What follows belongs to an exercise in optimizing a design on an open flow for small area, a short achievable clock period and few clock cycles per item; a production flow would make more cautious choices. Only simulation tests tie the RTL to the original design; equivalence was not proved.

==> build 23 <==
==> flow/design.v <==
`default_nettype none
package bch_pkg;
    localparam int gf_width = 4;
    typedef logic [gf_width-1:0] gf_exp_t;
    typedef logic [gf_width-1:0] gf_vec_t;
    typedef logic [gf_width-1:0] loc_t;
    localparam gf_exp_t zero_exp = gf_exp_t'(15);
    function automatic gf_vec_t exp_to_vec(input gf_exp_t e);
        gf_vec_t v;
        v = 4'b0001;
        for (int i = 0; i < 14; i++) begin
            if (i < e) v = {v[2:0], 1'b0} ^ (v[3] ? 4'b0011 : 4'b0000);
        end
        if (e == zero_exp) v = 4'b0000;
        exp_to_vec = v;
    endfunction
    function automatic gf_vec_t gf_mul(input gf_vec_t a, input gf_vec_t b);
        logic [6:0] p;
        p = '0;
        for (int i = 0; i < 4; i++) begin
            if (b[i]) p = p ^ (7'(a) << i);
        end
        for (int i = 6; i >= 4; i--) begin
            if (p[i]) p = p ^ (7'b0010011 << (i - 4));
        end
        gf_mul = p[3:0];
    endfunction
    function automatic gf_vec_t gf_sq(input gf_vec_t a);
        gf_sq = gf_mul(a, a);
    endfunction
    function automatic gf_vec_t gf_inv(input gf_vec_t a);
        gf_vec_t a2, a4, a8;
        a2 = gf_sq(a);
        a4 = gf_sq(a2);
        a8 = gf_sq(a4);
        gf_inv = gf_mul(gf_mul(a8, a4), a2);
    endfunction
endpackage
`default_nettype wire
`timescale 1ns/1ps
`default_nettype none
module bch_decoder (
    input  logic             clk,
    input  logic             rst_n,
    input  logic             in_valid,
    input  bch_pkg::gf_exp_t in_syndrome,
    output logic             out_valid,
    output bch_pkg::loc_t    out_location
);
    logic [2:0]       syn_cnt;
    bch_pkg::gf_exp_t s1_exp;
    bch_pkg::gf_exp_t s3_exp;
    bch_pkg::gf_exp_t s5_exp;
    logic [1:0]       beats_left;
    logic             fire;
    always_ff @(posedge clk or negedge rst_n) begin
        if (!rst_n) begin
            syn_cnt <= '0;
        end else if (in_valid) begin
            syn_cnt <= (syn_cnt == 3'd5) ? 3'd0 : syn_cnt + 3'd1;
        end
    end
    always_ff @(posedge clk) begin
        if (in_valid && syn_cnt == 3'd0) s1_exp <= in_syndrome;
        if (in_valid && syn_cnt == 3'd2) s3_exp <= in_syndrome;
        if (in_valid && syn_cnt == 3'd4) s5_exp <= in_syndrome;
    end
    assign fire = in_valid && (syn_cnt == 3'd5);
    bch_pkg::gf_vec_t s1, s3, s5, s1_sq, det, num, sig2, sig3;
    logic [14:0]      is_root;
    always_comb begin
        s1    = bch_pkg::exp_to_vec(s1_exp);
        s3    = bch_pkg::exp_to_vec(s3_exp);
        s5    = bch_pkg::exp_to_vec(s5_exp);
        s1_sq = bch_pkg::gf_sq(s1);
        det   = bch_pkg::gf_mul(s1_sq, s1) ^ s3;
        num   = bch_pkg::gf_mul(s1_sq, s3) ^ s5;
        sig2  = bch_pkg::gf_mul(num, bch_pkg::gf_inv(det));
        sig3  = det ^ bch_pkg::gf_mul(s1, sig2);
        for (int i = 0; i < 15; i++) begin
            is_root[i] = ((bch_pkg::exp_to_vec(4'((3 * i) % 15))
                         ^ bch_pkg::gf_mul(s1, bch_pkg::exp_to_vec(4'((2 * i) % 15)))
                         ^ bch_pkg::gf_mul(sig2, bch_pkg::exp_to_vec(4'(i)))
                         ^ sig3) == 4'b0000);
        end
    end
    bch_pkg::loc_t next_loc;
    always_comb begin
        next_loc = 4'd15;
        for (int i = 14; i >= 0; i--) begin
            if (is_root[i] && (fire || 4'(i) > out_location)) next_loc = 4'(i);
        end
    end
    always_ff @(posedge clk or negedge rst_n) begin
        if (!rst_n) begin
            beats_left   <= '0;
            out_valid    <= 1'b0;
            out_location <= '0;
        end else if (fire) begin
            beats_left   <= 2'd2;
            out_valid    <= 1'b1;
            out_location <= next_loc;
        end else if (beats_left != 2'd0) begin
            beats_left   <= beats_left - 2'd1;
            out_valid    <= 1'b1;
            out_location <= next_loc;
        end else begin
            out_valid    <= 1'b0;
            out_location <= '0;
        end
    end
endmodule
`default_nettype wire
==> flow/run.sh <==
#!/bin/bash
# synth_recipe.tcl (not shown) runs the flow's synth.tcl, then flattens the netlist and writes it again
# the make line also repeats each setting of config.mk as NAME=value (left out here)
make -C /OpenROAD-flow-scripts/flow DESIGN_CONFIG=/design/flow/config.mk WORK_HOME=/design/flow/orfs CLKGATE_MAP_FILE= SYNTH_SCRIPT=/design/flow/synth_recipe.tcl finish
==> flow/config.mk <==
export PLATFORM = sky130hd
export DESIGN_NAME = bch_decoder
export DESIGN_NICKNAME = bch_decoder
export VERILOG_FILES = /design/flow/design.v
export SDC_FILE = /design/flow/constraint.sdc
export NUM_CORES = 4
export LEC_CHECK = 0
export CAP_MARGIN = 20
export CORE_MARGIN = 2
export CORE_UTILIZATION = 40
export SLEW_MARGIN = 20
==> flow/constraint.sdc <==
create_clock -name core_clock -period 60.0 [get_ports {clk}]
set_input_delay 12.0000 -clock core_clock [delete_from_list [all_inputs] [get_ports {clk}]]
set_output_delay 12.0000 -clock core_clock [all_outputs]
set_load 0.01 [all_outputs]
==> trial 47 (differences from build 23) <==
--- a/flow/design.v
+++ b/flow/design.v
@@ -47,41 +47,59 @@
     output logic             out_valid,
     output bch_pkg::loc_t    out_location
 );
-    logic [2:0]       syn_cnt;
-    bch_pkg::gf_exp_t s1_exp;
-    bch_pkg::gf_exp_t s3_exp;
-    bch_pkg::gf_exp_t s5_exp;
-    logic [1:0]       beats_left;
+    logic [2:0]       phase;
+    bch_pkg::gf_vec_t in_vec;
+    bch_pkg::gf_vec_t s1;        
+    bch_pkg::gf_vec_t det;       
+    bch_pkg::gf_vec_t num;       
+    bch_pkg::gf_vec_t s1_cube;
+    bch_pkg::gf_vec_t s1_fifth;
     logic             fire;
     always_ff @(posedge clk or negedge rst_n) begin
         if (!rst_n) begin
-            syn_cnt <= '0;
-        end else if (in_valid) begin
-            syn_cnt <= (syn_cnt == 3'd5) ? 3'd0 : syn_cnt + 3'd1;
+            phase <= '0;
+        end else if (phase == 3'd0) begin
+            phase <= in_valid ? 3'd1 : 3'd0;
+        end else begin
+            phase <= phase + 3'd1;
         end
     end
+    always_comb begin
+        in_vec   = bch_pkg::exp_to_vec(in_syndrome);
+        s1_cube  = bch_pkg::gf_mul(bch_pkg::gf_sq(s1), s1);
+        s1_fifth = bch_pkg::gf_mul(bch_pkg::gf_sq(bch_pkg::gf_sq(s1)), s1);
+    end
     always_ff @(posedge clk) begin
-        if (in_valid && syn_cnt == 3'd0) s1_exp <= in_syndrome;
-        if (in_valid && syn_cnt == 3'd2) s3_exp <= in_syndrome;
-        if (in_valid && syn_cnt == 3'd4) s5_exp <= in_syndrome;
+        if (phase == 3'd0) s1 <= in_vec;
+        if (phase == 3'd2) det <= in_vec ^ s1_cube;
+        if (phase == 3'd4) num <= in_vec ^ s1_fifth;
     end
-    assign fire = in_valid && (syn_cnt == 3'd5);
-    bch_pkg::gf_vec_t s1, s3, s5, s1_sq, det, num, sig2, sig3;
+    assign fire = (phase == 3'd5);
+    bch_pkg::gf_vec_t p, sig2, sig3, xv;
+    bch_pkg::gf_vec_t tk [4];
+    bch_pkg::gf_vec_t lo_sum [4];
+    bch_pkg::gf_vec_t hi_sum [4];
     logic [14:0]      is_root;
     always_comb begin
-        s1    = bch_pkg::exp_to_vec(s1_exp);
-        s3    = bch_pkg::exp_to_vec(s3_exp);
-        s5    = bch_pkg::exp_to_vec(s5_exp);
-        s1_sq = bch_pkg::gf_sq(s1);
-        det   = bch_pkg::gf_mul(s1_sq, s1) ^ s3;
-        num   = bch_pkg::gf_mul(s1_sq, s3) ^ s5;
-        sig2  = bch_pkg::gf_mul(num, bch_pkg::gf_inv(det));
-        sig3  = det ^ bch_pkg::gf_mul(s1, sig2);
+        p    = bch_pkg::gf_mul(num, bch_pkg::gf_inv(det));
+        sig2 = bch_pkg::gf_sq(s1) ^ p;
+        sig3 = det ^ s1_cube ^ bch_pkg::gf_mul(s1, p);
+        for (int k = 0; k < 4; k++) begin
+            tk[k] = bch_pkg::gf_mul(s1, bch_pkg::exp_to_vec(4'(2 * k)))
+                  ^ bch_pkg::gf_mul(sig2, bch_pkg::exp_to_vec(4'(k)));
+        end
+        lo_sum[0] = 4'b0000;
+        lo_sum[1] = tk[0];
+        lo_sum[2] = tk[1];
+        lo_sum[3] = tk[0] ^ tk[1];
+        hi_sum[0] = sig3;
+        hi_sum[1] = sig3 ^ tk[2];
+        hi_sum[2] = sig3 ^ tk[3];
+        hi_sum[3] = sig3 ^ tk[2] ^ tk[3];
         for (int i = 0; i < 15; i++) begin
-            is_root[i] = ((bch_pkg::exp_to_vec(4'((3 * i) % 15))
-                         ^ bch_pkg::gf_mul(s1, bch_pkg::exp_to_vec(4'((2 * i) % 15)))
-                         ^ bch_pkg::gf_mul(sig2, bch_pkg::exp_to_vec(4'(i)))
-                         ^ sig3) == 4'b0000);
+            xv = bch_pkg::exp_to_vec(4'(i));
+            is_root[i] = ((lo_sum[xv[1:0]] ^ hi_sum[xv[3:2]])
+                          == bch_pkg::exp_to_vec(4'((3 * i) % 15)));
         end
     end
     bch_pkg::loc_t next_loc;
@@ -93,15 +111,9 @@
     end
     always_ff @(posedge clk or negedge rst_n) begin
         if (!rst_n) begin
-            beats_left   <= '0;
             out_valid    <= 1'b0;
             out_location <= '0;
-        end else if (fire) begin
-            beats_left   <= 2'd2;
-            out_valid    <= 1'b1;
-            out_location <= next_loc;
-        end else if (beats_left != 2'd0) begin
-            beats_left   <= beats_left - 2'd1;
+        end else if (phase >= 3'd5) begin
             out_valid    <= 1'b1;
             out_location <= next_loc;
         end else begin
==> flow/flow/run.sh (new file) <==
#!/bin/bash
# Own layout flow: the standard synthesis, then the combinational logic
# is re-mapped by ABC with an area-oriented script (the standard synthesis
# extracts half adders from the GF(16) XOR logic and upsizes for a 60 ps
# target). Registers are kept exactly as the standard synthesis made them.
# Then the standard layout from floorplan to finish.
set -euo pipefail
here=$(pwd)
R=$here/orfs/results/${FLOW_PLATFORM}/bch_decoder/base
bash standard.sh synth > $here/synth_standard.log 2>&1
cp $R/1_2_yosys.v $here/1_2_yosys.standard.v
STD_NETLIST=$here/1_2_yosys.standard.v OUT_NETLIST=$here/1_2_yosys.remapped.v \
  yosys -c $here/flow/remap.tcl > $here/remap.log 2>&1
cp $here/1_2_yosys.remapped.v $R/1_2_yosys.v
rm -f $R/1_synth.odb $R/1_synth.sdc
bash standard.sh "BUFFER_PORTS_ARGS=-buffer_cell sky130_fd_sc_hd__buf_2" finish > $here/layout.log 2>&1
==> flow/flow/remap.tcl (new file) <==
yosys -import
set lib $::env(FLOW_HOME)/platforms/sky130hd/lib/sky130_fd_sc_hd__tt_025C_1v80.lib
# Cell models: combinational cells as logic, sequential cells kept whole
read_liberty -ignore_miss_func $lib
read_verilog $::env(STD_NETLIST)
hierarchy -top $::env(FLOW_TOP)
# Keep every flip-flop and latch cell whole, so the registers stay as the
# standard synthesis made them
set fh [open $::env(STD_NETLIST)]
set text [read $fh]
close $fh
set seq [lsort -unique [regexp -all -inline {sky130_fd_sc_hd__(?:df|edf|sdf|sedf|dl)[a-z0-9_]*} $text]]
puts "sequential cells: $seq"
blackbox {*}$seq
flatten
select $::env(FLOW_TOP)
write_verilog -noattr -selected $::env(OUT_NETLIST).generic.v
select -clear
design -reset
read_liberty -lib $lib
read_verilog $::env(OUT_NETLIST).generic.v
hierarchy -top $::env(FLOW_TOP)
techmap
opt -purge
set du {}
foreach c {probe_p_8 probec_p_8 lpflow_bleeder_1 lpflow_clkbufkapwr_1 lpflow_clkbufkapwr_16 lpflow_clkbufkapwr_2 lpflow_clkbufkapwr_4 lpflow_clkbufkapwr_8 lpflow_clkinvkapwr_1 lpflow_clkinvkapwr_16 lpflow_clkinvkapwr_2 lpflow_clkinvkapwr_4 lpflow_clkinvkapwr_8 lpflow_decapkapwr_12 lpflow_decapkapwr_3 lpflow_decapkapwr_4 lpflow_decapkapwr_6 lpflow_decapkapwr_8 lpflow_inputiso0n_1 lpflow_inputiso0p_1 lpflow_inputiso1n_1 lpflow_inputiso1p_1 lpflow_inputisolatch_1 lpflow_isobufsrc_1 lpflow_isobufsrc_16 lpflow_isobufsrc_2 lpflow_isobufsrc_4 lpflow_isobufsrc_8 lpflow_isobufsrckapwr_16 lpflow_lsbuf_lh_hl_isowell_tap_1 lpflow_lsbuf_lh_hl_isowell_tap_2 lpflow_lsbuf_lh_hl_isowell_tap_4 lpflow_lsbuf_lh_isowell_4 lpflow_lsbuf_lh_isowell_tap_1 lpflow_lsbuf_lh_isowell_tap_2 lpflow_lsbuf_lh_isowell_tap_4} {
  lappend du -dont_use sky130_fd_sc_hd__$c
}
abc -liberty $lib {*}$du -script "+strash;dc2;dc2;dch,-f;amap"
opt_clean -purge
splitnets
opt_clean -purge
hilomap -singleton -hicell sky130_fd_sc_hd__conb_1 HI -locell sky130_fd_sc_hd__conb_1 LO
insbuf -buf sky130_fd_sc_hd__buf_4 A X
opt_clean -purge
check
stat -liberty $lib
select $::env(FLOW_TOP)
write_verilog -noattr -nohex -nodec -selected $::env(OUT_NETLIST)
==> flow/standard.sh (new file) <==
#!/bin/bash
# synth_recipe.tcl (not shown) runs the flow's synth.tcl, then flattens the netlist and writes it again
# the make line also repeats each setting of config.mk as NAME=value (left out here)
make -C /OpenROAD-flow-scripts/flow DESIGN_CONFIG=/design/flow/config.mk WORK_HOME=/design/flow/orfs CLKGATE_MAP_FILE= SYNTH_SCRIPT=/design/flow/synth_recipe.tcl "${@:-finish}"
removed: flow/run.sh
==> results.txt <==
- In build 23 the non-clock buffer count is higher than in trial 47, by 12.
- Wire length: trial 47 is smaller than build 23 (62%).
- Between trial 47 and build 23, the lower core utilization is in build 23 (gap 2.9 points).
- Between build 23 and trial 47, the lower global-route usage is in build 23 (gap 3.3 points).
- Against build 23, the maximum frequency of trial 47 is higher by 11%.
- Between build 23 and trial 47, the lower register-to-register slack is in build 23 (gap 6900 ps).
- Of trial 47 and build 23, trial 47 has the higher hold slack (gap 9.3 ps).
- Cell count: build 23 is higher than trial 47 (about 140%).
==> figures <==
Pin count of the biggest net entering global routing: trial 47 13; build 23 36
Met3 routed wirelength: trial 47 550 um; build 23 952 um
Routed via count: trial 47 3,248; build 23 7,728
Endpoint required time on the critical path: trial 47 60,100 ps; build 23 60,130 ps
DRT Wirelength: trial 47 8.25 mm; build 23 21.8 mm
Die outline area: trial 47 7380 um^2; build 23 21,600 um^2
Number of gates on the worst path with buffers counted: trial 47 7; build 23 10
Share of layout cells above drive strength 1: trial 47 3.88%; build 23 7.94%
Final critical-path share of the clock period: trial 47 21.7%; build 23 24.1%
Cell occurring most often along the worst timing path: trial 47 sky130_fd_sc_hd__clkinv_1; build 23 sky130_fd_sc_hd__nand2_1
Number of multi-input combinational cells: trial 47 340; build 23 934
Pin slew with the least headroom to its limit: trial 47 982 ps; build 23 1030 ps
Run status: trial 47 no timing/DRC/antenna violations; build 23 no timing/DRC/antenna violations
CP max FO: trial 47 7; build 23 9
Tap cells: trial 47 77; build 23 270
Testbench counts of build 23, summed over its fixed seeds: cycles 32,000, blocks 4,000.
Testbench counts of trial 47, summed over its fixed seeds: cycles 32,000, blocks 4,000.

==> separate check: timing with driven ports <==
No port has a modelled driver above. Below, the same layouts with a new extraction and two added sets of constraints. Step 1: set_driving_cell puts a clkbuf_16 on clk and a buf_2 on each other input, an assumption about the parent block. Step 2 times the ports against the registers' clock, not the clock port: input delays grow and output delays shrink by t, the midpoint of the rising clock arrivals with the driver on. a / b / c = no drivers / after step 1 / after step 2; a / b = the first two.
run | t, ns | slack for setup (ns) | worst setup path after step 2 | worst data-port slew with drivers (ns) | cell pins on the clock port's net
build 23 | 0.282 | 45.525 / 45.525 / 45.243 | input to register | 0.03 | 1
trial 47 | 0.280 | 46.994 / 46.997 / 46.717 | input to register | 0.03 | 1
After both steps setup and hold are still met in every run listed. The setup slack of build 23, which loses most, moves by 0.000 ns with the drivers and by -0.282 ns with both steps.
